Source: an optimization exercise on an open RTL-to-GDS flow (aim: small area, a short achievable clock period and few clock cycles per item). Production flows keep margins and buffers that such runs may drop.
Where RTL was checked, it was by simulation tests only, not by an equivalence proof against the original.
Function not checked in run 5: the RTL went through the layout flow alone.

==> flow/design.v <==
`timescale 1ns / 1ps
`default_nettype none
package kft_pkg;
   localparam logic [1:0] MODE_SMOOTH = 2'd0;
   localparam logic [1:0] MODE_LINEAR = 2'd1;
   localparam logic [1:0] MODE_CONST  = 2'd2;
   localparam logic [31:0] TAN_INF = 32'h7FFF_FFFF;
endpackage
`default_nettype wire
`timescale 1ns / 1ps
`default_nettype none
module kft_absdiff
(
   input  wire logic [31:0] f,
   input  wire logic [31:0] s,
   output logic [31:0]      mag,
   output logic             neg,
   output logic             zero
);
   logic [32:0] x, y, p, g, gp, pp, c0, c1, sum0, sum1;
   always_comb begin
      x = {f[31], f};
      y = ~{s[31], s};
      p = x ^ y;
      g = x & y;
      gp = g;
      pp = p;
      for (int l = 0; l < 6; l++) begin
         for (int i = 0; i < 33; i++) begin
            if (((i >> l) & 1) == 1) begin
               gp[i] = gp[i] | (pp[i] & gp[((i >> l) << l) - 1]);
               pp[i] = pp[i] & pp[((i >> l) << l) - 1];
            end
         end
      end
      c0 = {gp[31:0], 1'b0};
      c1 = {gp[31:0] | pp[31:0], 1'b1};
      sum0 = p ^ c0;
      sum1 = p ^ c1;
      neg = sum1[32];
      mag = neg ? ~sum0[31:0] : sum1[31:0];
      zero = pp[32];
   end
endmodule
`default_nettype wire
`timescale 1ns / 1ps
`default_nettype none
module kft_divstep4
(
   input  wire logic [31:0] rem,
   input  wire logic [31:0] quo,
   input  wire logic [31:0] den,
   input  wire logic [33:0] den3,
   output logic             can_skip,
   output logic             can_skipb,
   output logic [1:0]       digit,
   output logic [31:0]      rem_step,
   output logic [31:0]      quo_step,
   output logic [31:0]      rem_skip,
   output logic [31:0]      quo_skip,
   output logic [31:0]      rem_skipb,
   output logic [31:0]      quo_skipb
);
   logic [31:0] lead;    
   logic [31:0] mask, maskb;
   logic [33:0] t;
   logic [34:0] d1, d2, d3;
   logic        ge1, ge2, ge3;
   kft_add #(.W(35)) u_s1 (.a({1'b0, rem, quo[31:30]}), .b(~{3'b000, den}), .cin(1'b1), .sum(d1));
   kft_add #(.W(35)) u_s2 (.a({1'b0, rem, quo[31:30]}), .b(~{2'b00, den, 1'b0}), .cin(1'b1), .sum(d2));
   kft_add #(.W(35)) u_s3 (.a({1'b0, rem, quo[31:30]}), .b(~{1'b0, den3}), .cin(1'b1), .sum(d3));
   always_comb begin
      lead[31] = den[31];
      for (int j = 30; j >= 0; j--) begin
         lead[j] = lead[j + 1] | den[j];
      end
      for (int i = 0; i < 32; i++) begin
         mask[i] = (i + 5 <= 31) ? ~lead[(i + 5 <= 31) ? i + 5 : 31] : 1'b1;
      end
      can_skip = lead[4] && ~|(rem & mask);
      for (int i = 0; i < 32; i++) begin
         maskb[i] = (i + 15 <= 31) ? ~lead[(i + 15 <= 31) ? i + 15 : 31] : 1'b1;
      end
      can_skipb = lead[14] && ~|(rem & maskb);
      t = {rem, quo[31:30]};
      ge1 = ~d1[34];
      ge2 = ~d2[34];
      ge3 = ~d3[34];
      if (ge3) begin
         digit = 2'd3;
         rem_step = d3[31:0];
      end else if (ge2) begin
         digit = 2'd2;
         rem_step = d2[31:0];
      end else if (ge1) begin
         digit = 2'd1;
         rem_step = d1[31:0];
      end else begin
         digit = 2'd0;
         rem_step = t[31:0];
      end
      quo_step = {quo[29:0], digit};
      rem_skip = {rem[27:0], quo[31:28]};
      quo_skip = {quo[27:0], 4'd0};
      rem_skipb = {rem[17:0], quo[31:18]};
      quo_skipb = {quo[17:0], 14'd0};
   end
endmodule
`default_nettype wire
`timescale 1ns / 1ps
`default_nettype none
module kft_add
#(
   parameter int W = 35
)
(
   input  wire logic [W-1:0] a,
   input  wire logic [W-1:0] b,
   input  wire logic         cin,
   output logic [W-1:0]      sum
);
   logic [W-1:0] p, g, gp, pp;
   always_comb begin
      p = a ^ b;
      g = a & b;
      gp = g;
      pp = p;
      gp[0] = g[0] | (p[0] & cin);
      for (int l = 0; l < $clog2(W); l++) begin
         for (int i = 0; i < W; i++) begin
            if (((i >> l) & 1) == 1) begin
               gp[i] = gp[i] | (pp[i] & gp[((i >> l) << l) - 1]);
               pp[i] = pp[i] & pp[((i >> l) << l) - 1];
            end
         end
      end
      sum = p ^ {gp[W-2:0], cin};
   end
endmodule
`default_nettype wire
`timescale 1ns / 1ps
`default_nettype none
module keyframe_tangent_unit
#(
   parameter int FRAC_BITS = 16
)
(
   input  wire logic        clock,
   input  wire logic        reset,
   input  wire logic        csr_wen,
   input  wire logic [1:0]  csr_wdata,    
   input  wire logic        req_tvalid,
   output logic             req_tready,
   input  wire logic [63:0] req_tdata,    
   input  wire logic        req_tlast,
   output logic             rsp_tvalid,
   input  wire logic        rsp_tready,
   output logic [63:0]      rsp_tdata,    
   output logic [9:0]       rsp_tuser,    
   output logic             rsp_tlast
);
   typedef enum logic [2:0] {S_PLAN, S_TIN, S_M2, S_M3, S_M4, S_DIV, S_OUT} state_type;
   typedef enum logic [1:0] {K_TIN, K_LIN, K_SM, K_RAT} kind_type;
   localparam logic [1:0] SEL_NK = 2'd0, SEL_KP = 2'd1, SEL_NP = 2'd2;
   logic [1:0]  mode_ff;
   logic [31:0] pt_ff, pv_ff, kt_ff, kv_ff, nt_ff, nv_ff;
   logic        hasp_ff, hask_ff, hasn_ff;
   logic        klin_ff, kconst_ff, nlin_ff, nconst_ff;    
   logic        klast_ff, nlast_ff;
   logic        sx1_ff, sy1_ff, zx1_ff, zy1_ff;    
   state_type   state_ff;
   kind_type    kind_ff;
   logic [1:0]  xsel_ff, ysel_ff;
   logic [31:0] rem_ff, den_ff, q_ff;               
   logic [5:0]  cnt_ff;
   logic        neg_ff, first_ff, ovf_ff, dz_ff, tin0_ff;
   logic        sok_ff, al4_ff, zsm_ff;
   logic        psok_ff, pok_ff;                   
   logic        hiseg_ff;                          
   logic [31:0] odhi_ff, odlo_ff;
   logic        ov_ff, olast_ff;
   localparam int QD = 4;
   logic [2:0]  fcnt_ff, early_ff;                 
   logic [2:0]  fq_ff [QD];                       
   logic [1:0]  omode_ff;
   logic [31:0] xf, xs, yf, ys, xmag, ymag;
   logic        xneg, xzero, yneg, yzero;
   logic        can_skip, can_skipb, do_skipb;
   logic [1:0]  digit;
   logic [31:0] rem_step, quo_step, rem_skip, quo_skip, rem_skipb, quo_skipb;
   logic [33:0] den3_ff;
   logic        den3ok_ff;
   kft_absdiff u_x (.f(xf), .s(xs), .mag(xmag), .neg(xneg), .zero(xzero));
   kft_absdiff u_y (.f(yf), .s(ys), .mag(ymag), .neg(yneg), .zero(yzero));
   kft_divstep4 u_div (
      .rem(rem_ff), .quo(q_ff), .den(den_ff), .den3(den3_ff), .can_skip(can_skip),
      .can_skipb(can_skipb), .rem_skipb(rem_skipb), .quo_skipb(quo_skipb),
      .digit(digit),
      .rem_step(rem_step), .quo_step(quo_step), .rem_skip(rem_skip), .quo_skip(quo_skip)
   );
   logic        hasn_eff, ready, wr_ok, is_lin, is_const, need_tin, smooth_full, smooth_ok;
   logic        first_move, plan_go, plan_tin, plan_lin, plan_sm, plan_simple;
   logic        zero_res, adv, adv_r;
   logic        space, pop_ok, can_write, plan_base, m3_go, m4_go, push, pop;
   logic        div_pend, ahead_ff, sm_fast, lin_fast;
   logic [2:0]  fq_in;
   localparam logic [1:0] R_ZERO = 2'd0, R_CONST = 2'd1, R_LINT = 2'd2, R_LIN0 = 2'd3;
   logic        do_skip, ovf_now, div_last, rc1, rc2, dysmall;
   logic [31:0] aq_ff;                            
   logic        fin;
   logic        den_load, stall;
   logic [33:0] den3;
   kft_add #(.W(34)) u_den3 (.a({2'b00, den_ff}), .b({1'b0, den_ff, 1'b0}), .cin(1'b0), .sum(den3));
   logic [31:0] tq, tin;
   always_comb begin
      hasn_eff = hasn_ff && !klast_ff;
      ready = hask_ff && (hasn_eff || klast_ff);
      wr_ok = !ov_ff || rsp_tready;
      pop_ok = !div_pend || (early_ff != 3'd0);
      space = (fcnt_ff != 3'(QD)) || (!ov_ff && pop_ok);
      can_write = wr_ok && (div_pend ? (early_ff == 3'd0) : (fcnt_ff == 3'd0));
      is_lin = hasn_eff ? nlin_ff : klin_ff;
      is_const = hasn_eff ? nconst_ff : kconst_ff;
      need_tin = is_lin && hasp_ff && !hiseg_ff;
      smooth_full = !is_lin && !is_const && hasp_ff && hasn_eff && !(pok_ff && !psok_ff);
      first_move = !hask_ff && hasn_ff;
      div_pend = ((state_ff == S_DIV) || (state_ff == S_OUT)) &&
                 ((kind_ff == K_LIN) || (kind_ff == K_SM));
      plan_base = ((state_ff == S_PLAN) || div_pend) && ready;
      plan_tin = (state_ff == S_PLAN) && plan_base && need_tin;
      plan_lin = (state_ff == S_PLAN) && plan_base && !need_tin && is_lin && hasn_eff;
      plan_sm = (state_ff == S_PLAN) && plan_base && !need_tin && smooth_full && space;
      plan_simple = plan_base && !need_tin && !(is_lin && hasn_eff) && !smooth_full && space;
      plan_go = plan_lin || plan_sm || plan_simple || lin_fast;
      zero_res = ((state_ff == S_M2) && !sok_ff) || ((state_ff == S_M3) && dz_ff) ||
                 ((state_ff == S_M4) && zsm_ff);
      m3_go = (state_ff == S_M3) && !dz_ff;
      m4_go = (state_ff == S_M4) && !zsm_ff;
      adv = plan_simple || plan_lin || zero_res || m4_go || lin_fast;
      adv_r = ((state_ff == S_PLAN) && ready && !need_tin && !smooth_full &&
               ((is_lin && hasn_eff) || (fcnt_ff != 3'(QD)) || (!ov_ff && pop_ok))) ||
              zero_res || ((state_ff == S_M4) && !zsm_ff);
      push = plan_simple || zero_res;
      if (plan_simple && is_const) begin
         fq_in = {!hasn_eff, R_CONST};
      end else if (plan_simple && is_lin) begin
         fq_in = {!hasn_eff, hasp_ff ? R_LINT : R_LIN0};
      end else begin
         fq_in = {plan_simple && !hasn_eff, R_ZERO};
      end
      pop = (fcnt_ff != 3'd0) && wr_ok && pop_ok;
      sm_fast = fin && div_pend && ready && smooth_full && pok_ff && psok_ff && space;
      lin_fast = fin && div_pend && ready && is_lin && hasn_eff &&
                 (!hasp_ff || ((kind_ff == K_LIN) && !ahead_ff));
      xf = (xsel_ff == SEL_KP) ? kt_ff : nt_ff;
      xs = (xsel_ff == SEL_NK) ? kt_ff : pt_ff;
      yf = (ysel_ff == SEL_KP) ? kv_ff : nv_ff;
      ys = (ysel_ff == SEL_NK) ? kv_ff : pv_ff;
      smooth_ok = !zx1_ff && !zy1_ff && !xzero && !yzero && ((sx1_ff ^ sy1_ff) == (xneg ^ yneg));
      do_skipb = can_skipb && (cnt_ff >= 6'd16);
      do_skip = do_skipb || (can_skip && (cnt_ff >= 6'd6));
      stall = !do_skip && !den3ok_ff;
      ovf_now = first_ff && digit[1] && !do_skip && !stall;
      div_last = ovf_ff || ((cnt_ff == 6'd2) && den3ok_ff);
      if (dz_ff) begin
         tq = 32'd0;
      end else if (ovf_ff) begin
         tq = neg_ff ? 32'h8000_0000 : kft_pkg::TAN_INF;
      end else if (state_ff == S_OUT) begin
         tq = neg_ff ? aq_ff : q_ff;
      end else if (neg_ff) begin
         tq = (digit == 2'd0) ? {aq_ff[29:0], 2'b00} : {~q_ff[29:0], 2'd0 - digit};
      end else begin
         tq = {q_ff[29:0], digit};
      end
      tin = tin0_ff ? 32'd0 : odhi_ff;
      fin = (((state_ff == S_DIV) && div_last && (kind_ff != K_RAT)) ||
             (state_ff == S_OUT)) && can_write;
      dysmall = (den_ff[31:2] == 30'd0) && (den_ff[1:0] != 2'b11);
      rc1 = (digit == 2'd3);
      rc2 = (digit == 2'd0);
      den_load = plan_lin || lin_fast || (state_ff == S_TIN) || ((state_ff == S_M2) && sok_ff) ||
                 m4_go;
   end
   function automatic logic [63:0] align(input logic [31:0] mag, input logic x4,
                                         input logic ratio);
      if (ratio) begin
         align = {mag, 32'd0};
      end else if (x4) begin
         align = {14'd0, mag, 18'd0};
      end else begin
         align = {16'd0, mag, 16'd0};
      end
   endfunction
   always_ff @(posedge clock) begin
      if (csr_wen) begin
         mode_ff <= csr_wdata;
      end
      if (ov_ff && rsp_tready) begin
         ov_ff <= 1'b0;
      end
      xsel_ff <= SEL_NK;
      ysel_ff <= SEL_NK;
      den3_ff <= den3;
      den3ok_ff <= !den_load;
      psok_ff <= smooth_ok;
      pok_ff <= ((state_ff == S_DIV) || (state_ff == S_OUT)) && hask_ff && hasp_ff && hasn_eff &&
                !adv;
      if (push && div_pend) begin
         ahead_ff <= 1'b1;
      end
      if (plan_go && hasn_eff) begin
         sx1_ff <= xneg;  sy1_ff <= yneg;
         zx1_ff <= xzero; zy1_ff <= yzero;
      end
      if (plan_lin || lin_fast || (state_ff == S_TIN) || m4_go) begin
         early_ff <= fcnt_ff - 3'(pop);
      end else if (pop && (early_ff != 3'd0)) begin
         early_ff <= early_ff - 3'd1;
      end
      if (push) begin
         hiseg_ff <= 1'b0;
      end
      if (pop) begin
         ov_ff <= 1'b1;
         olast_ff <= fq_ff[0][2];
         unique case (fq_ff[0][1:0])
            R_CONST: begin
               omode_ff <= kft_pkg::MODE_CONST;
               odhi_ff <= kft_pkg::TAN_INF;
               odlo_ff <= kft_pkg::TAN_INF;
            end
            R_LINT: begin
               omode_ff <= kft_pkg::MODE_LINEAR;
               odhi_ff <= 32'd0;
               odlo_ff <= odhi_ff;
            end
            R_LIN0: begin
               omode_ff <= kft_pkg::MODE_LINEAR;
               odhi_ff <= 32'd0;
               odlo_ff <= 32'd0;
            end
            default: begin
               omode_ff <= kft_pkg::MODE_SMOOTH;
               odhi_ff <= 32'd0;
               odlo_ff <= 32'd0;
            end
         endcase
      end
      for (int i = 0; i < QD; i++) begin
         if (pop) begin
            if (i + 1 < QD) fq_ff[i] <= fq_ff[(i + 1 < QD) ? i + 1 : i];
            if (push && (3'(i) + 3'd1 == fcnt_ff)) fq_ff[i] <= fq_in;
         end else if (push && (3'(i) == fcnt_ff)) begin
            fq_ff[i] <= fq_in;
         end
      end
      if (push && !pop) begin
         fcnt_ff <= fcnt_ff + 3'd1;
      end else if (pop && !push) begin
         fcnt_ff <= fcnt_ff - 3'd1;
      end
      if (first_move) begin
         kt_ff <= nt_ff;  kv_ff <= nv_ff;
         klin_ff <= nlin_ff;  kconst_ff <= nconst_ff;  klast_ff <= nlast_ff;
         hask_ff <= 1'b1;  hasp_ff <= 1'b0;  hasn_ff <= 1'b0;
      end
      if (adv) begin
         if (klast_ff) begin
            hasp_ff <= 1'b0;
            if (hasn_ff) begin
               kt_ff <= nt_ff;  kv_ff <= nv_ff;
               klin_ff <= nlin_ff;  kconst_ff <= nconst_ff;  klast_ff <= nlast_ff;
               hasn_ff <= 1'b0;
            end else begin
               hask_ff <= 1'b0;
            end
         end else begin
            pt_ff <= kt_ff;  pv_ff <= kv_ff;
            kt_ff <= nt_ff;  kv_ff <= nv_ff;
            klin_ff <= nlin_ff;  kconst_ff <= nconst_ff;  klast_ff <= nlast_ff;
            hasp_ff <= 1'b1;  hasn_ff <= 1'b0;
         end
      end
      unique case (state_ff)
         S_PLAN: begin
            if (plan_tin) begin
               state_ff <= S_TIN;
               xsel_ff <= SEL_KP;
               ysel_ff <= SEL_KP;
            end else if (plan_lin) begin
               {rem_ff, q_ff} <= align(ymag, 1'b0, 1'b0);
               den_ff <= xmag;
               dz_ff <= xzero;
               neg_ff <= xneg ^ yneg;
               cnt_ff <= 6'd32;
               first_ff <= 1'b1;
               ovf_ff <= 1'b0;
               tin0_ff <= !hasp_ff;
               kind_ff <= K_LIN;
               ahead_ff <= 1'b0;
               state_ff <= S_DIV;
            end else if (plan_sm) begin
               sok_ff <= smooth_ok;
               state_ff <= S_M2;
               xsel_ff <= SEL_NP;
               ysel_ff <= SEL_NP;
            end
         end
         S_TIN: begin
            {rem_ff, q_ff} <= align(ymag, 1'b0, 1'b0);
            den_ff <= xmag;
            dz_ff <= xzero;
            neg_ff <= xneg ^ yneg;
            cnt_ff <= 6'd32;
            first_ff <= 1'b1;
               ovf_ff <= 1'b0;
            kind_ff <= K_TIN;
            state_ff <= S_DIV;
         end
         S_M2: begin
            if (!sok_ff) begin
               state_ff <= S_PLAN;
            end else begin
               den_ff <= ymag;
               dz_ff <= xzero || yzero;
               state_ff <= S_M3;
               ysel_ff <= SEL_KP;
            end
         end
         S_M3: begin
            if (dz_ff) begin
               state_ff <= S_PLAN;
            end else if (m3_go) begin
               {rem_ff, q_ff} <= align(ymag, 1'b0, 1'b1);
               dz_ff <= 1'b0;
               cnt_ff <= 6'd2;
               first_ff <= 1'b1;
               ovf_ff <= 1'b0;
               kind_ff <= K_RAT;
               state_ff <= S_DIV;
            end else begin
               ysel_ff <= SEL_KP;
            end
         end
         S_M4: begin
            if (m4_go) begin
               {rem_ff, q_ff} <= align(ymag, al4_ff, 1'b0);
               den_ff <= xmag;
               dz_ff <= 1'b0;
               neg_ff <= xneg ^ yneg;
               cnt_ff <= 6'd32;
               first_ff <= 1'b1;
               ovf_ff <= 1'b0;
               kind_ff <= K_SM;
               ahead_ff <= 1'b0;
               state_ff <= S_DIV;
            end else if (zsm_ff) begin
               state_ff <= S_PLAN;
            end else begin
               xsel_ff <= xsel_ff;
               ysel_ff <= ysel_ff;
            end
         end
         S_DIV: begin
            if (ovf_now) begin
               ovf_ff <= 1'b1;
            end
            if (do_skipb) begin
               aq_ff <= {aq_ff[17:0], 14'd0};
            end else if (do_skip) begin
               aq_ff <= {aq_ff[27:0], 4'd0};
            end else if (digit == 2'd0) begin
               aq_ff <= {aq_ff[29:0], 2'b00};
            end else begin
               aq_ff <= {~q_ff[29:0], 2'd0 - digit};
            end
            if (do_skipb) begin
               first_ff <= 1'b0;
               rem_ff <= rem_skipb;
               q_ff <= quo_skipb;
               cnt_ff <= cnt_ff - 6'd14;
            end else if (do_skip) begin
               first_ff <= 1'b0;
               rem_ff <= rem_skip;
               q_ff <= quo_skip;
               cnt_ff <= cnt_ff - 6'd4;
            end else if (!stall) begin
               first_ff <= 1'b0;
               rem_ff <= rem_step;
               q_ff <= quo_step;
               cnt_ff <= cnt_ff - 6'd2;
            end
            if (div_last && (kind_ff != K_RAT) && !can_write) begin
               state_ff <= S_OUT;
            end
            if (div_last && (kind_ff == K_RAT)) begin
               zsm_ff <= rc2 && dysmall;
               al4_ff <= !(rc1 && dysmall) && (rc1 || rc2);
               xsel_ff <= SEL_NP;
               ysel_ff <= rc1 ? (dysmall ? SEL_NP : SEL_NK) : (rc2 ? SEL_KP : SEL_NP);
               state_ff <= S_M4;
            end
         end
         S_OUT: ;    
         default: state_ff <= S_PLAN;
      endcase
      if (fin) begin
         state_ff <= S_PLAN;
         unique case (kind_ff)
            K_TIN: begin
               odhi_ff <= tq;
               hiseg_ff <= 1'b1;
            end
            K_LIN: begin
               ov_ff <= 1'b1;
               omode_ff <= kft_pkg::MODE_LINEAR;
               olast_ff <= 1'b0;
               odhi_ff <= tq;
               odlo_ff <= tin;
               hiseg_ff <= !(ahead_ff || push);
            end
            default: begin
               ov_ff <= 1'b1;
               omode_ff <= kft_pkg::MODE_SMOOTH;
               olast_ff <= 1'b0;
               odhi_ff <= tq;
               odlo_ff <= tq;
               hiseg_ff <= 1'b0;
            end
         endcase
      end
      if (lin_fast) begin
         {rem_ff, q_ff} <= align(ymag, 1'b0, 1'b0);
         den_ff <= xmag;
         dz_ff <= xzero;
         neg_ff <= xneg ^ yneg;
         cnt_ff <= 6'd32;
         first_ff <= 1'b1;
         ovf_ff <= 1'b0;
         tin0_ff <= !hasp_ff;
         kind_ff <= K_LIN;
         ahead_ff <= 1'b0;
         state_ff <= S_DIV;
      end
      if (sm_fast) begin
         sx1_ff <= xneg;  sy1_ff <= yneg;
         zx1_ff <= xzero; zy1_ff <= yzero;
         sok_ff <= 1'b1;
         state_ff <= S_M2;
         xsel_ff <= SEL_NP;
         ysel_ff <= SEL_NP;
      end
      if (req_tvalid && req_tready) begin
         nt_ff <= req_tdata[31:0];
         nv_ff <= req_tdata[63:32];
         nlin_ff <= (mode_ff == kft_pkg::MODE_LINEAR);
         nconst_ff <= (mode_ff == kft_pkg::MODE_CONST);
         nlast_ff <= req_tlast;
         hasn_ff <= 1'b1;
      end
      if (reset) begin
         mode_ff <= kft_pkg::MODE_SMOOTH;
         hasp_ff <= 1'b0;
         hask_ff <= 1'b0;
         hasn_ff <= 1'b0;
         ov_ff <= 1'b0;
         fcnt_ff <= 3'd0;
         hiseg_ff <= 1'b0;
         state_ff <= S_PLAN;
         xsel_ff <= SEL_NK;
         ysel_ff <= SEL_NK;
      end
   end
   always_comb begin
      req_tready = !hasn_ff || adv_r || first_move;
      rsp_tvalid = ov_ff;
      rsp_tdata = {odhi_ff, odlo_ff};
      rsp_tlast = olast_ff;
      unique case (omode_ff)
         kft_pkg::MODE_LINEAR: rsp_tuser = {4'd2, 4'd2, 1'b1, 1'b0};
         kft_pkg::MODE_CONST:  rsp_tuser = {4'd3, 4'd3, 1'b1, 1'b1};
         default:              rsp_tuser = {4'd4, 4'd4, 1'b1, 1'b0};
      endcase
   end
endmodule
`default_nettype wire
==> flow/flow/run.sh <==
#!/bin/bash
# Standard layout, with repair_timing aiming below the design's period.
set -o pipefail
export SETUP_SLACK_MARGIN=6.3
export BUFFER_PORTS_ARGS="-buffer_cell sky130_fd_sc_hd__buf_2"
bash standard.sh > standard.log 2>&1
==> flow/standard.sh <==
#!/bin/bash
# synth_recipe.tcl (not shown) runs the flow's synth.tcl, then flattens the netlist and writes it again
# the make line also repeats each setting of config.mk as NAME=value (left out here)
make -C /OpenROAD-flow-scripts/flow DESIGN_CONFIG=/design/flow/config.mk WORK_HOME=/design/flow/orfs CLKGATE_MAP_FILE= SYNTH_SCRIPT=/design/flow/synth_recipe.tcl "${@:-finish}"
==> flow/config.mk <==
export PLATFORM = sky130hd
export DESIGN_NAME = keyframe_tangent_unit
export DESIGN_NICKNAME = keyframe_tangent_unit
export VERILOG_FILES = /design/flow/design.v
export SDC_FILE = /design/flow/constraint.sdc
export NUM_CORES = 4
export LEC_CHECK = 0
export ABC_AREA = 1
export CAP_MARGIN = 20
export CORE_MARGIN = 2
export CORE_UTILIZATION = 40
export PLACE_DENSITY = 0.6
export SLEW_MARGIN = 20
==> flow/constraint.sdc <==
create_clock -name core_clock -period 11.0 [get_ports {clock}]
set_input_delay 2.2000 -clock core_clock [delete_from_list [all_inputs] [get_ports {clock}]]
set_output_delay 2.2000 -clock core_clock [all_outputs]
set_load 0.01 [all_outputs]
==> results.sh, run 1 <==
export IMPL_worst_slack_ns=6.43
export IMPL_numPortBuffers=145
export IMPL_max_slew_margin_pct=29.7
export IMPL_gp_congestion=0.947
export IMPL_cts_buffers=57
export IMPL_antenna_left=0
export IMPL_ys_seq_elements=482
export IMPL_postPlaceCellArea_mm2=0.0371
export IMPL_synth_compound_area_share_pct=14.4
export IMPL_drive_gt1_share_pct=9.59
export IMPL_min_period_ns=4.57
export IMPL_cp_start_kind="flip-flop"
export IMPL_grt_overflow=0
export IMPL_synth_area_leaders="edfxtp_1, nand2_1, ha_1"
export IMPL_drtIter0Drc=3471
export IMPL_synth_most_common_cell="nand2_1"
export IMPL_synth_top_family_by_area="simple AND/OR/NAND/NOR gates"
export IMPL_synthToLayoutAreaGrowth_pct=13.4
export IMPL_syn_inst=4834
export IMPL_grt_pass1_wl_um=172000
export IMPL_grt_pass1_vias=29964
export IMPL_clk_pin_slew_ns=0.07
export IMPL_die_y_um=302
export IMPL_antenna_found_initial=1
export IMPL_die_x_um=302
export IMPL_synth_area_mm2=0.0355
export IMPL_synth_simple_gate_area_share_pct=25.8
export IMPL_multiInputGateArea_mm2=0.0195
export IMPL_dp_cells=5988
export IMPL_cts_buffer_depth=3
export IMPL_fin_crit_sh_pct=41.5
export IMPL_worst_slew_pin_slew_ns=1.05
export IMPL_cts_max_level=2
export IMPL_fmax_ghz=0.219
export IMPL_synth_yosys_seq_area_share_pct=36.8
export IMPL_synth_cell_type_count=60
export IMPL_cts_root_buf="clkbuf_16"
export IMPL_clock_skew_ns=0.0321
export IMPL_status="no timing/DRC/antenna violations"
export IMPL_tns_ns=0
export IMPL_grt_setup_unrepaired="true"
export IMPL_clock_sinks=482
export IMPL_start_util_pct=40.3
export IMPL_fill_cells=8918
export IMPL_required_ns=8.80
export IMPL_grt_use_total_pct=24.0
export IMPL_cts_tree="done"
export IMPL_place_ws_ns=4.68
export IMPL_instances_no_fill=6151
export IMPL_maxCapViolations=0
export IMPL_synth_xor_area_share_pct=3.36
export IMPL_synth_largest_area_cell="edfxtp_1"
export IMPL_final_max_slew_viol_count=0
export IMPL_ios=149
export IMPL_final_util_pct=45.7
export IMPL_n_antenna_cell=0
export IMPL_crit_fanout=9
export IMPL_wire_per_inst_um=18.5
export IMPL_synth_adder_area_share_pct=9.97
export IMPL_yosys_warnings=6
export IMPL_hold_violations=0
export IMPL_hpwl_um=82100
export IMPL_critical_path_arrival_ns=2.37
export IMPL_coreArea_mm2=0.0881
export IMPL_critical_path_class="reg2out"
export IMPL_synth_top_area_share_pct=28.7
export IMPL_dr_pass1_iters=8
export IMPL_async_flop_share_pct=0
export IMPL_num_rows=109
export IMPL_hold_slack_ns=0.433
export IMPL_via_per_inst=5.36
export IMPL_setup_violations_final=0
export IMPL_dieArea_mm2=0.0911
export IMPL_cp_end_kind="primary output"
export IMPL_synth_commonest_cells="nand2_1, inv_1, nand3_1"
export IMPL_worstSkewPairLatency_ns=0.64
export IMPL_synth_area_mux_share_pct=0.169
export IMPL_vias=32978
export IMPL_layout_nets=5276
export IMPL_avgSynthCellArea_um2=7.34
export IMPL_design_area_mm2=0.0402
export IMPL_seqCellArea_mm2=0.0131
export IMPL_grt_max_degree=73
export IMPL_wirelength_um=114000
export IMPL_synth_enable_flop_cells=339
export IMPL_ys_flop_type="edfxtp_1"
export IMPL_route_detailed_drc=0
export IMPL_hold_path_class="reg2reg"
-- kinds of logic after synthesis --
kind of cell,Yosys count
compound gates,892
xor+xnor,136
fa+ha+maj,266
buf+inv,862
flops,482
mux,6
other cells,2
simple gates,2188
-- final cells by class --
class	instances	share of cell area [%]
Timing Repair inverter	1	0.0187
Clock inverter	34	1.00
Tap cell	1165	3.62
Sequential cell	482	32.5
Inverter	673	6.43
Clock buffer	73	3.95
Timing Repair Buffer	226	4.03
Multi-Input combinational cell	3497	48.5
-- per-layer routing --
metal  routed length, um  vias up  global-route usage, %  share of wire [%]
met5                  13        -                      0              0.011
met4                3520        2                   7.28                3.1
met3                9320      196                   4.04                8.2
met2               49300     1275                   36.9                 43
met1               51500    15247                   34.5                 45
li1                    -    16258                      -                  -
-- critical path: stages, from the launching register on --
cell	delay, ns
dfxtp_4	0.36
inv_2	0.10
nor2_1	0.05
nand2_1	0.36
nor2_1	0.08
inv_1	0.08
nand2_1	0.07
nor3_1	0.24
nand4_1	0.21
buf_2	0.19
-- timing repair --
action / 4_1_cts / 5_1_grt
hold endpoints to repair: 0 / 0
setup buffers: 13 / 30
pin swaps: 9 / 15
endpoints found under the setup margin: 420 / 317
hold buffers: 0 / 0
resized for setup: 70 / 84
cloned: 5 / 7
-- worst paths after layout --
check / startpoint / endpoint / slack [ns] / cells after the start
min: flip-flop / pt_ff[19] / 0.43 / 0
min reg2reg: flip-flop / pt_ff[19] / 0.43 / 0
max: state_ff[1] / req_tready / 6.43 / 9
max reg2reg: den_ff[30] / cnt_ff[1] / 6.50 / 21
-- cell usage in the layout (no fill, tap or decap), types with 42 or more instances in the layout --
cell type	netlist	layout
clkbuf_16	0	63
a21oi_1	237	233
dfxtp_1	143	138
nand2_1	1272	1253
nand3_1	415	411
nor2_1	345	334
edfxtp_1	339	339
xor2_1	93	91
buf_2	33	145
o211ai_1	62	62
xnor2_1	43	42
ha_1	238	236
o21ai_0	386	372
buf_4	13	60
inv_1	655	638
Testbench counts, summed over its fixed seeds: cycles 42,897, items 8,035.
==> run 2: changes to the inputs <==
--- a/flow/config.mk
+++ b/flow/config.mk
@@ -5,7 +5,6 @@
 export SDC_FILE = /design/flow/constraint.sdc
 export NUM_CORES = 4
 export LEC_CHECK = 0
-export ABC_AREA = 1
 export CAP_MARGIN = 20
 export CORE_MARGIN = 2
 export CORE_UTILIZATION = 40
==> run 2 against run 1 <==
Effect of this change: still clean; critical path type unchanged; cell count decreased by 21%; count of clock-buffer cells in the layout increased by 7; critical path depth decreased by 3; fmax decreased by 1.2%; register-to-register slack got worse by 0.09 ns; non-clock buffer count increased by 49; design area decreased by 2.0%; wire length decreased by 1.1%.
==> results.sh, run 2 <==
export IMPL_status="no timing/DRC/antenna violations"
export IMPL_grt_overflow=0
export IMPL_required_ns=8.80
export IMPL_hold_slack_ns=0.461
export IMPL_avgSynthCellArea_um2=9.68
export IMPL_fill_cells=7841
export IMPL_wire_per_inst_um=23.2
export IMPL_critical_path_arrival_ns=2.43
export IMPL_synth_commonest_cells="edfxtp_1, nor2_1, nand2_1"
export IMPL_synth_most_common_cell="edfxtp_1"
export IMPL_route_detailed_drc=0
export IMPL_cts_root_buf="clkbuf_16"
export IMPL_cts_tree="done"
export IMPL_dr_pass1_iters=6
export IMPL_drtIter0Drc=2808
export IMPL_die_y_um=296
export IMPL_crit_fanout=8
export IMPL_clock_skew_ns=0.0404
export IMPL_hold_violations=0
export IMPL_antenna_left=0
export IMPL_synth_yosys_seq_area_share_pct=38.3
export IMPL_wirelength_um=112000
export IMPL_cp_end_kind="primary output"
export IMPL_grt_pass1_vias=27004
export IMPL_n_antenna_cell=0
export IMPL_grt_pass1_wl_um=167000
export IMPL_dieArea_mm2=0.0874
export IMPL_grt_setup_unrepaired="true"
export IMPL_final_common_cell="edfxtp_1"
export IMPL_start_util_pct=40.5
export IMPL_synthToLayoutAreaGrowth_pct=15.8
export IMPL_ios=149
export IMPL_clock_sinks=482
export IMPL_tns_ns=0
export IMPL_gp_congestion=0.959
export IMPL_most_common_layout_cells="edfxtp_1, nor2_1, nand2_1"
export IMPL_hpwl_um=79600
export IMPL_coreArea_mm2=0.0840
export IMPL_clk_pin_slew_ns=0.06
export IMPL_synth_top_area_share_pct=29.9
export IMPL_setup_violations_final=0
export IMPL_vias=28754
export IMPL_dr_wl_met2_um=52300
export IMPL_die_x_um=296
export IMPL_cts_buffer_depth=3
export IMPL_cp_start_kind="flip-flop"
export IMPL_met3_wirelength_um=8610
export IMPL_synth_cell_type_count=109
export IMPL_num_rows=106
export IMPL_worst_slew_pin_slew_ns=1.14
export IMPL_met1_length_um=47000
export IMPL_worstSkewPairLatency_ns=0.64
export IMPL_antenna_found_initial=2
export IMPL_ys_seq_elements=482
export IMPL_fmax_ghz=0.216
export IMPL_drive_gt1_share_pct=17.9
export IMPL_ys_flop_type="edfxtp_1"
export IMPL_critical_path_class="reg2out"
export IMPL_via_per_inst=5.94
export IMPL_grt_max_degree=72
export IMPL_final_max_slew_viol_count=0
export IMPL_layout_nets=3996
export IMPL_synth_area_leaders="edfxtp_1, ha_1, dfxtp_1"
export IMPL_synth_enable_flop_cells=339
export IMPL_hold_path_class="reg2reg"
export IMPL_syn_inst=3513
export IMPL_async_flop_share_pct=0
export IMPL_fin_crit_sh_pct=42.1
export IMPL_grt_use_total_pct=24.8
export IMPL_synth_largest_area_cell="edfxtp_1"
export IMPL_min_period_ns=4.63
export IMPL_cts_buffers=55
export IMPL_maxCapViolations=0
export IMPL_cts_max_level=2
export IMPL_yosys_warnings=6
export IMPL_numPortBuffers=145
export IMPL_top_layer_used="met5"
export IMPL_max_slew_margin_pct=23.2
export IMPL_synth_area_mm2=0.0340
[run 2: area by class of cell]
class,count,area [um^2],area share [%]
well taps,1134,1420,3.60
repair buffers,275,1960,4.96
clock inverters,23,274,0.695
multi-input cells,2669,20500,51.9
clock buffers,80,1580,4.01
inverters,175,664,1.69
flip-flops and latches,482,13100,33.1
[run 2: kinds of logic (layout without fill, tap and decap cells)]
logic type               Yosys count  in the layout  synth area share [%]
AO/OA/AOI/OAI                   1017           1017                  20.2
XOR/XNOR                         157            157                  4.11
adder cells (fa/ha/maj)          266            266                  10.4
buffers and inverters            364            553                  4.43
flip-flops                       482            482                  38.3
multiplexers                     287            287                  9.34
other                              2              3                0.0221
AND/OR/NAND/NOR                  938            939                  13.2
[run 2: routing by layer]
| layer | vias to the layer above | global-route usage, % |
|---|---|---|
| met3 | 236 | 3.58 |
| li1 | 13392 | - |
| met4 | 4 | 8.75 |
| met2 | 1276 | 40.8 |
| met5 | - | 0 |
| met1 | 13846 | 33.4 |
[run 2: final timing paths]
path | from | cells past startpoint | end | slack (ns)
min reg2reg | olast_ff | 2 | olast_ff | 0.46
max | hasn_ff | 6 | req_tready | 6.37
min | olast_ff | 2 | olast_ff | 0.46
max reg2reg | den_ff[31] | 13 | rem_ff[6] | 6.41
[run 2: metrics by stage]
step / util [%] / cells / instance area (um^2) / setup WS (ns)
after floorplan: - / 3514 / 34100 / 5.53
after global placement: 42.8 / 4658 / 35900 / 5.23
after detailed placement: 42.8 / 4658 / 35900 / 5.11
after CTS: 46.0 / 4790 / 38600 / 6.30
after global routing: 46.9 / 4838 / 39400 / 6.26
final: 46.9 / 4838 / 39400 / 6.37
[run 2: worst max-delay path: stages, from the launching register on]
cell and delay (ns):
dfxtp_2 0.43, nor2b_4 0.26, mux2i_1 0.12, o2111ai_1 0.20
o31ai_2 0.17, o311ai_2 0.41, buf_2 0.21
[run 2: what timing repair did]
item / in CTS / in global routing
endpoints found under the setup margin: 240 / 200
pin swaps: 8 / 14
gates cloned: 3 / 3
buffers inserted: 26 / 45
resized for setup: 115 / 87
hold buffers: 0 / 0
==> run 3: changes to the inputs <==
==> flow/flow/run.sh (replaced) <==
#!/bin/bash
# Standard layout, with repair_timing aiming below the design's period.
set -o pipefail
export SETUP_SLACK_MARGIN=6.6
export BUFFER_PORTS_ARGS="-buffer_cell sky130_fd_sc_hd__buf_2"
bash standard.sh > standard.log 2>&1
==> run 3 against run 2 <==
Effect of this change: sequential share of layout area decreased by 1.6 points; design area increased by 5.1%; highest routed layer unchanged; fmax increased by 2.9%; setup slack improved by 0.13 ns; wire length increased by 4.2%; still clean; synthesized cell count unchanged; largest cell class unchanged; register-to-register slack improved by 0.096 ns; first-iteration DRC count increased by 5.8%; sequential cell count unchanged; die area unchanged.
==> results.sh, run 3 <==
export IMPL_synth_area_mm2=0.0340
export IMPL_critical_path_class="reg2reg"
export IMPL_most_common_layout_cells="edfxtp_1, nor2_1, nand2_1"
export IMPL_grt_max_degree=81
export IMPL_wirelength_um=117000
export IMPL_cts_tree="done"
export IMPL_ys_seq_elements=482
export IMPL_cts_hold_buffers=0
export IMPL_r2r_cells=20
export IMPL_tns_ns=0
export IMPL_fill_cells=7731
export IMPL_synth_cell_type_count=109
export IMPL_antenna_found_initial=1
export IMPL_required_ns=11.46
export IMPL_holdCritStartpoint="olast_ff"
export IMPL_ys_flop_type="edfxtp_1"
export IMPL_layout_nets=4111
export IMPL_fin_crit_sh_pct=40.9
export IMPL_drive_gt1_share_pct=23.2
export IMPL_numPortBuffers=145
export IMPL_r2r_end="q_ff[29]"
export IMPL_num_rows=106
export IMPL_wire_per_inst_um=23.6
export IMPL_cts_root_buf="clkbuf_16"
export IMPL_avgSynthCellArea_um2=9.68
export IMPL_via_per_inst=5.96
export IMPL_cts_max_level=2
export IMPL_grt_pass1_wl_um=173000
export IMPL_holdPathEnd="olast_ff"
export IMPL_timing_rr_start="ysel_ff[0]"
export IMPL_coreArea_mm2=0.0840
export IMPL_synth_area_leaders="edfxtp_1, ha_1, dfxtp_1"
export IMPL_yosys_warnings=6
export IMPL_critical_path_arrival_ns=4.95
export IMPL_async_flop_share_pct=0
export IMPL_cts_buffers=57
export IMPL_start_util_pct=40.5
export IMPL_die_x_um=296
export IMPL_grt_setup_unrepaired="true"
export IMPL_die_y_um=296
export IMPL_drtIter0Drc=2972
export IMPL_crit_fanout=13
export IMPL_hpwl_um=79300
export IMPL_place_ws_ns=5.19
export IMPL_route_detailed_drc=0
export IMPL_ios=149
export IMPL_clock_skew_ns=0.0472
export IMPL_gp_congestion=0.953
export IMPL_synth_yosys_seq_area_share_pct=38.3
export IMPL_setup_violations_final=0
export IMPL_fmax_ghz=0.223
export IMPL_cp_end_kind="flip-flop"
export IMPL_worst_slew_pin_slew_ns=1.14
export IMPL_final_max_slew_viol_count=0
export IMPL_status="no timing/DRC/antenna violations"
export IMPL_max_slew_margin_pct=23.7
export IMPL_final_common_cell="edfxtp_1"
export IMPL_clk_pin_slew_ns=0.06
export IMPL_worstSkewPairLatency_ns=0.66
export IMPL_cts_buffer_depth=3
export IMPL_vias=29542
export IMPL_dr_pass1_iters=6
export IMPL_maxCapViolations=0
export IMPL_synth_commonest_cells="edfxtp_1, nor2_1, nand2_1"
export IMPL_synth_largest_area_cell="edfxtp_1"
export IMPL_hold_violations=0
export IMPL_synthToLayoutAreaGrowth_pct=21.8
export IMPL_rrSetupSlack_ns=6.51
export IMPL_dieArea_mm2=0.0874
export IMPL_holdPathStages=2
export IMPL_setup_worst_path_start="ysel_ff[0]"
export IMPL_syn_inst=3513
export IMPL_synth_enable_flop_cells=339
export IMPL_hold_path_class="reg2reg"
export IMPL_grt_use_total_pct=25.7
export IMPL_synth_top_area_share_pct=29.9
export IMPL_synth_most_common_cell="edfxtp_1"
export IMPL_grt_pass1_vias=27778
export IMPL_grt_overflow=0
export IMPL_min_period_ns=4.49
export IMPL_worst_slack_ns=6.51
export IMPL_clock_sinks=482
export IMPL_antenna_left=0
export IMPL_cp_start_kind="flip-flop"
==> run 3: through the flow <==
| step | instance area, um^2 | utilization [%] | hold slack (ns) | std cells |
|---|---|---|---|---|
| 2_1_floorplan | 34200 | - | 0.410 | 3514 |
| 3_3_place_gp | 35900 | 42.8 | 0.451 | 4656 |
| 3_5_place_dp | 35900 | 42.8 | 0.454 | 4657 |
| 4_1_cts | 39700 | 47.3 | 0.462 | 4845 |
| 5_1_grt | 41400 | 49.3 | 0.480 | 4955 |
| 6_report | 41400 | 49.3 | 0.458 | 4956 |
==> run 3: cell families after synthesis <==
kind of cell    count (synthesis)  share of synthesized area [%]
simple gates                  938                           13.2
buf+inv                       364                           4.43
other cells                     2                         0.0221
xor+xnor                      157                           4.11
mux                           287                           9.34
flops                         482                           38.3
compound gates               1017                           20.2
fa+ha+maj                     266                           10.4
==> run 3: worst max-delay path, cell delays in order (launching register included) <==
cell and delay (ns):
dfxtp_2 0.33, nor2b_4 0.13, buf_12 0.14, buf_12 0.15, mux2i_4 0.19, inv_2 0.08
ha_4 0.12, inv_2 0.04, fa_2 0.36, nand2b_4 0.17, a211oi_4 0.28, o21ai_2 0.13
o21a_2 0.24, o41ai_4 0.41, o22ai_4 0.12, buf_12 0.17, buf_12 0.16, mux2i_1 0.16
xnor2_2 0.61, a32oi_2 0.10, o221ai_2 0.20
==> run 3: worst max path at each step <==
stage | to | slack, ns | depth (start not counted)
6_report | q_ff[29] | 6.51 | 20
2_1_floorplan | flip-flop | 5.57 | 10
3_5_place_dp | odlo_ff[25] | 5.19 | 21
5_1_grt | rem_ff[9] | 6.36 | 17
3_3_place_gp | odlo_ff[21] | 5.25 | 21
4_1_cts | req_tready | 6.58 | 8
==> run 3: repair_timing <==
action,4_1_cts,5_1_grt
endpoints found under the hold margin,0,0
setup endpoints to repair,347,229
gates cloned,8,10
buffers inserted,73,100
pin swaps,36,60
gates resized for setup,223,189
==> run 3: area by class of cell <==
| type | instances | area, um^2 | share of cell area, % |
|---|---|---|---|
| sequential | 482 | 13100 | 31.6 |
| multi-input combinational | 2669 | 21200 | 51.2 |
| clock inverter | 35 | 358 | 0.864 |
| timing repair buffer | 388 | 3140 | 7.58 |
| tap | 1134 | 1420 | 3.43 |
| clock buffer | 72 | 1550 | 3.75 |
| inverter | 175 | 671 | 1.62 |
| antenna | 1 | 2.50 | 0.00604 |
==> run 3: layer usage <==
layer / share of wire, % / track usage, % / vias up
met5: 0.011 / 0 / -
met4: 4.1 / 8.98 / 2
met3: 8.1 / 4.05 / 256
met2: 46 / 42.2 / 1343
met1: 41 / 34.2 / 14280
li1: - / - / 13661
==> run 4: changes to the inputs <==
==> flow/flow/run.sh (replaced) <==
#!/bin/bash
# Standard layout, with repair_timing aiming below the design's period.
set -o pipefail
export SETUP_SLACK_MARGIN=6.45
export BUFFER_PORTS_ARGS="-buffer_cell sky130_fd_sc_hd__buf_2"
bash standard.sh > standard.log 2>&1
==> run 4 against run 3 <==
Effect of this change: wire length down 2.4%; hold slack lost 0.0062 ns; synthesized cell count unchanged; setup slack got worse by 0.036 ns.
==> results.sh, run 4 <==
export IMPL_critPathMostFrequentCell="and3_1"
export IMPL_grt_pass1_wl_um=167000
export IMPL_most_common_layout_cells="edfxtp_1, nor2_1, nand2_1"
export IMPL_synth_largest_area_cell="edfxtp_1"
export IMPL_grt_overflow=0
export IMPL_fmax_ghz=0.221
export IMPL_design_area_mm2=0.0403
export IMPL_route_detailed_drc=0
export IMPL_clk_pin_slew_ns=0.07
export IMPL_critPathBufInv=3
export IMPL_die_y_um=296
export IMPL_rrSetupSlack_ns=6.47
export IMPL_grt_pass1_vias=27060
export IMPL_final_max_slew_viol_count=0
export IMPL_worstSkewPairLatency_ns=0.63
export IMPL_dr_pass1_iters=6
export IMPL_coreArea_mm2=0.0840
export IMPL_ys_flop_type="edfxtp_1"
export IMPL_wire_per_inst_um=23.4
export IMPL_drtIter0Drc=2991
export IMPL_ys_seq_elements=482
export IMPL_synth_most_common_cell="edfxtp_1"
export IMPL_critical_path_arrival_ns=4.86
export IMPL_crit_slowest_cell="a221oi_1"
export IMPL_hold_violations=0
export IMPL_num_rows=106
export IMPL_synthToLayoutAreaGrowth_pct=18.4
export IMPL_ios=149
export IMPL_worst_slew_pin_slew_ns=1.08
export IMPL_wirelength_um=114000
export IMPL_critical_path_class="reg2reg"
export IMPL_cp_start_kind="flip-flop"
export IMPL_cts_tree="done"
export IMPL_synth_area_mm2=0.0340
export IMPL_syn_inst=3513
export IMPL_dieArea_mm2=0.0874
export IMPL_grt_max_degree=72
export IMPL_synth_commonest_cells="edfxtp_1, nor2_1, nand2_1"
export IMPL_gp_congestion=0.965
export IMPL_dp_cells=4657
export IMPL_via_per_inst=5.95
export IMPL_hold_path_class="reg2reg"
export IMPL_clock_sinks=482
export IMPL_cp_end_kind="flip-flop"
export IMPL_setup_violations_final=0
export IMPL_yosys_warnings=6
export IMPL_tns_ns=0
export IMPL_cts_buffer_depth=3
export IMPL_vias=29025
export IMPL_synth_area_leaders="edfxtp_1, ha_1, dfxtp_1"
export IMPL_crit_fanout=19
export IMPL_start_util_pct=40.5
export IMPL_cts_max_level=2
export IMPL_maxCapViolations=0
export IMPL_antenna_left=0
export IMPL_cp_slowest_stage_delay_ns=0.62
export IMPL_crit_family="compound AO/OA/AOI/OAI gates"
export IMPL_synth_top_area_share_pct=29.9
export IMPL_required_ns=11.33
export IMPL_path_cells="buf_4 -> ha_1 -> and3_1 -> and3_1 -> a221o_2 -> a21o_4 -> nand3_4 -> and2_1 -> nand2_4 -> inv_2 -> ha_4 -> bufbuf_16 -> a21oi_1 -> a221oi_1 -> o21ai_0"
export IMPL_antenna_found_initial=2
export IMPL_hpwl_um=78200
export IMPL_die_x_um=296
export IMPL_avgSynthCellArea_um2=9.68
export IMPL_fin_crit_sh_pct=41.2
export IMPL_cts_root_buf="clkbuf_16"
export IMPL_numPortBuffers=145
export IMPL_status="no timing/DRC/antenna violations"
export IMPL_postPlaceCellArea_mm2=0.0359
export IMPL_instances_no_fill=4879
export IMPL_synth_yosys_seq_area_share_pct=38.3
export IMPL_async_flop_share_pct=0
export IMPL_min_period_ns=4.53
export IMPL_synth_enable_flop_cells=339
export IMPL_grt_use_total_pct=24.8
export IMPL_final_common_cell="edfxtp_1"
export IMPL_grt_setup_unrepaired="true"
export IMPL_cts_buffers=55
export IMPL_drive_gt1_share_pct=19.8
export IMPL_max_slew_margin_pct=27.0
export IMPL_synth_cell_type_count=109
export IMPL_layout_nets=4033
export IMPL_clock_skew_ns=0.0257
[run 4: cell counts after synthesis]
Identical to the previous run, type by type.
[run 4: layer usage]
layer	up-vias	GRT usage, %	part of all wire, %
met5	-	0	0
met4	0	8.15	3.8
met3	252	3.68	8.3
met2	1336	40.3	46
met1	13950	33.9	42
li1	13487	-	-
[run 4: per-stage QoR]
step                      util (%)  hold WS (ns)  setup slack (ns)
final                         48.0         0.451              6.47
after detailed placement      42.8         0.446              4.99
after global routing          48.0         0.480              6.42
after floorplan                  -         0.410              5.57
after global placement        42.7         0.445              5.06
after CTS                     46.4         0.454              6.41
[run 4: logic make-up (layout without fill, tap and decap cells)]
| logic type | Yosys count | in the layout | share of synthesized area (%) |
|---|---|---|---|
| AOI/OAI and AO/OA | 1017 | 1017 | 20.2 |
| DFF | 482 | 482 | 38.3 |
| buffers and inverters | 364 | 591 | 4.43 |
| muxes | 287 | 287 | 9.34 |
| other | 2 | 6 | 0.0221 |
| adders and majority gates | 266 | 266 | 10.4 |
| and+or+nand+nor | 938 | 939 | 13.2 |
| xor gates and xnor gates | 157 | 157 | 4.11 |
[run 4: final timing paths]
| kind | depth (start not counted) | endpoint | from |
|---|---|---|---|
| worst min register to register | 2 | olast_ff | olast_ff |
| worst min-delay path | 2 | olast_ff | olast_ff |
| worst max register to register | 15 | odhi_ff[0] | rem_ff[7] |
| worst max-delay path | 15 | odhi_ff[0] | rem_ff[7] |
[run 4: area by class of cell]
cell class / instances / area [um^2]
fill: 7877 / 43700
multi-input combinational: 2669 / 20700
sequential: 482 / 13100
timing repair buffer: 312 / 2440
clock buffer: 73 / 1560
tap: 1134 / 1420
inverter: 175 / 674
clock inverter: 31 / 363
antenna: 3 / 7.51
[run 4: timing repair]
action,in CTS,in global routing
pin swaps,11,37
gates cloned,6,9
resized for setup,139,166
endpoints found under the hold margin,0,0
endpoints found under the setup margin,324,253
hold buffers,0,0
setup buffers,43,57
[run 4: worst reg2reg max path: cells and delay by family (launching register included)]
kind,cells,cell delay [ns]
compound gates,5,1.60
fa+ha+maj,2,0.62
buf+inv,3,0.66
flops,1,0.51
simple gates,5,0.85
==> run 5: changes to the inputs <==
--- a/flow/design.v
+++ b/flow/design.v
@@ -179,7 +179,7 @@
    logic        hiseg_ff;                          
    logic [31:0] odhi_ff, odlo_ff;
    logic        ov_ff, olast_ff;
-   localparam int QD = 4;
+   localparam int QD = 7;
    logic [2:0]  fcnt_ff, early_ff;                 
    logic [2:0]  fq_ff [QD];                       
    logic [1:0]  omode_ff;
==> run 5 against run 4 <==
Effect of this change: highest routed layer unchanged; area after synthesis grew 1.6%; still clean on timing, DRC and antenna; critical path type is now reg2out; register-to-register slack gained 0.02 ns; non-clock buffer count grew 40; critical path depth shrank 6; wire length grew 1.6%.
==> results.sh, run 5 <==
export IMPL_grt_overflow=0
export IMPL_required_ns=8.80
export IMPL_synth_largest_area_cell="edfxtp_1"
export IMPL_ys_seq_elements=491
export IMPL_maxCapViolations=0
export IMPL_ys_flop_type="edfxtp_1"
export IMPL_drive_gt1_share_pct=21.1
export IMPL_synth_cell_type_count=105
export IMPL_via_per_inst=5.93
export IMPL_setup_violations_final=0
export IMPL_min_period_ns=4.54
export IMPL_cp_start_kind="flip-flop"
export IMPL_numPortBuffers=145
export IMPL_vias=29504
export IMPL_fin_crit_sh_pct=41.3
export IMPL_dr_pass1_iters=6
export IMPL_gp_congestion=0.955
export IMPL_worstSkewPairLatency_ns=0.65
export IMPL_synth_area_mm2=0.0346
export IMPL_hpwl_um=79500
export IMPL_synth_area_leaders="edfxtp_1, dfxtp_1, ha_1"
export IMPL_wirelength_um=116000
export IMPL_synth_most_common_cell="edfxtp_1"
export IMPL_clock_sinks=491
export IMPL_die_y_um=298
export IMPL_cts_max_level=2
export IMPL_critical_path_class="reg2out"
export IMPL_yosys_warnings=6
export IMPL_synth_enable_flop_cells=339
export IMPL_fill_cells=8030
export IMPL_max_slew_margin_pct=15.2
export IMPL_fmax_ghz=0.220
export IMPL_num_rows=107
export IMPL_wire_per_inst_um=23.3
export IMPL_avgSynthCellArea_um2=9.68
export IMPL_die_x_um=298
export IMPL_antenna_left=0
export IMPL_critical_path_arrival_ns=2.34
export IMPL_final_common_cell="edfxtp_1"
export IMPL_drtIter0Drc=3069
export IMPL_syn_inst=3568
export IMPL_most_common_layout_cells="edfxtp_1, nor2_1, a21oi_1"
export IMPL_status="no timing/DRC/antenna violations"
export IMPL_clk_pin_slew_ns=0.06
export IMPL_cts_buffers=57
export IMPL_synth_top_area_share_pct=29.5
export IMPL_clock_skew_ns=0.0471
export IMPL_dieArea_mm2=0.0887
export IMPL_cts_hold_buffers=0
export IMPL_route_detailed_drc=0
export IMPL_coreArea_mm2=0.0854
export IMPL_crit_fanout=4
export IMPL_final_max_slew_viol_count=0
export IMPL_ios=149
export IMPL_grt_max_degree=76
export IMPL_antenna_found_initial=0
export IMPL_grt_use_total_pct=24.9
export IMPL_start_util_pct=40.5
export IMPL_grt_pass1_vias=28059
export IMPL_cp_end_kind="primary output"
export IMPL_cts_root_buf="clkbuf_16"
export IMPL_synthToLayoutAreaGrowth_pct=19.5
export IMPL_grt_setup_unrepaired="true"
export IMPL_async_flop_share_pct=0
export IMPL_hold_violations=0
export IMPL_layout_nets=4120
export IMPL_worst_slew_pin_slew_ns=1.24
export IMPL_grt_pass1_wl_um=173000
export IMPL_synth_commonest_cells="edfxtp_1, nor2_1, a21oi_1"
export IMPL_hold_path_class="reg2reg"
export IMPL_synth_yosys_seq_area_share_pct=38.3
export IMPL_cts_buffer_depth=3
export IMPL_tns_ns=0
export IMPL_cts_tree="done"
run 5: changes by cell type after synthesis, moves of 15 or more:
cell      before  now
nand2_1      240  217
a221o_1       12   34
mux2i_1      196  211
o21ai_0      219  189
nand2b_1      43   58
nor2_1       281  331
run 5: what timing repair did:
item                                    4_1_cts  5_1_grt
setup buffers                                78       66
resized for setup                           178      168
endpoints found under the setup margin      363      234
cloned                                        6        9
pin swaps                                    31       57
run 5: routing by layer:
| layer | part of all wire, % | track usage [%] | up-vias |
|---|---|---|---|
| li1 | - | - | 13704 |
| met4 | 5.0 | 10.7 | 0 |
| met3 | 7.9 | 4.00 | 300 |
| met5 | 0 | 0 | - |
| met2 | 45 | 39.8 | 1313 |
| met1 | 42 | 33.4 | 14187 |
run 5: per-stage QoR:
step	hold slack (ns)	util, %	setup slack (ns)	instance area [um^2]	instances
finish	0.451	48.4	6.46	41300	4975
global route	0.486	48.3	6.32	41300	4973
CTS	0.453	46.6	6.40	39800	4897
detailed placement	0.445	42.5	5.19	36300	4706
global placement	0.443	42.5	5.33	36300	4706
floorplan	0.410	-	5.42	34600	3569
run 5: kinds of logic after synthesis:
group / share of synthesized area (%)
AO/OA/AOI/OAI: 19.5
XOR/XNOR: 3.82
adder cells (fa/ha/maj): 10.3
buffers and inverters: 4.39
flip-flops: 38.3
multiplexers: 9.60
other: 0.0217
AND/OR/NAND/NOR: 14.1
run 5: area by class of cell:
| cell class | count | area (um^2) | area share [%] |
|---|---|---|---|
| diodes | 2 | 5.00 | 0.0121 |
| clock buffers | 76 | 1590 | 3.85 |
| clock inverters | 31 | 287 | 0.694 |
| inverters | 162 | 619 | 1.50 |
| multi-input cells | 2717 | 21400 | 51.7 |
| flip-flops and latches | 491 | 13200 | 32.0 |
| well taps | 1144 | 1430 | 3.47 |
| repair buffers | 352 | 2770 | 6.70 |
run 5: worst paths after layout:
path              start           to  slack [ns]  depth (start not counted)
min reg2reg    olast_ff     olast_ff        0.45                          2
min            olast_ff     olast_ff        0.45                          2
max          kind_ff[1]   req_tready        6.46                          9
max reg2reg    q_ff[30]  odlo_ff[21]        6.49                         21
run 5: critical path, cell delays in order, from the launching register on:
cell,delay [ns]
dfxtp_2,0.34
inv_2,0.04
ha_1,0.28
nand2_2,0.08
nor3b_4,0.22
o21a_1,0.20
nor2b_4,0.16
o311ai_2,0.08
buf_4,0.18
buf_6,0.11

## afterwards: timing with drivers on the ports
Ports are ideal in the flow. The routed layouts listed here were re-timed in OpenROAD. Step 1 assumes that a clkbuf_16 drives the clock port and a buf_2 every other input. Step 2, shift: input delay + t, output delay - t, t = (earliest + latest rising clock arrival at the registers) / 2. This alone moves slack from input paths to output paths. a / b / c = no drivers / after step 1 / after step 2; a / b = the first two.
run | t (ns) | setup WS [ns] | slew at the worst register clock pin (ns)
run 1 | 0.694 | 6.431 / 6.366 / 5.898 | 0.07 / 0.07
run 2 | 0.691 | 6.374 / 6.306 / 5.817 | 0.07 / 0.07
run 3 | 0.707 | 6.506 / 6.506 / 5.936 | 0.07 / 0.07
run 4 | 0.683 | 6.470 / 6.459 / 6.061 | 0.07 / 0.07
run 5 | 0.696 | 6.461 / 6.392 / 5.961 | 0.07 / 0.07
After both steps every run listed still meets setup and hold. The setup slack of run 3, which loses most, moves by 0.000 ns with the drivers and by -0.570 ns with both steps.
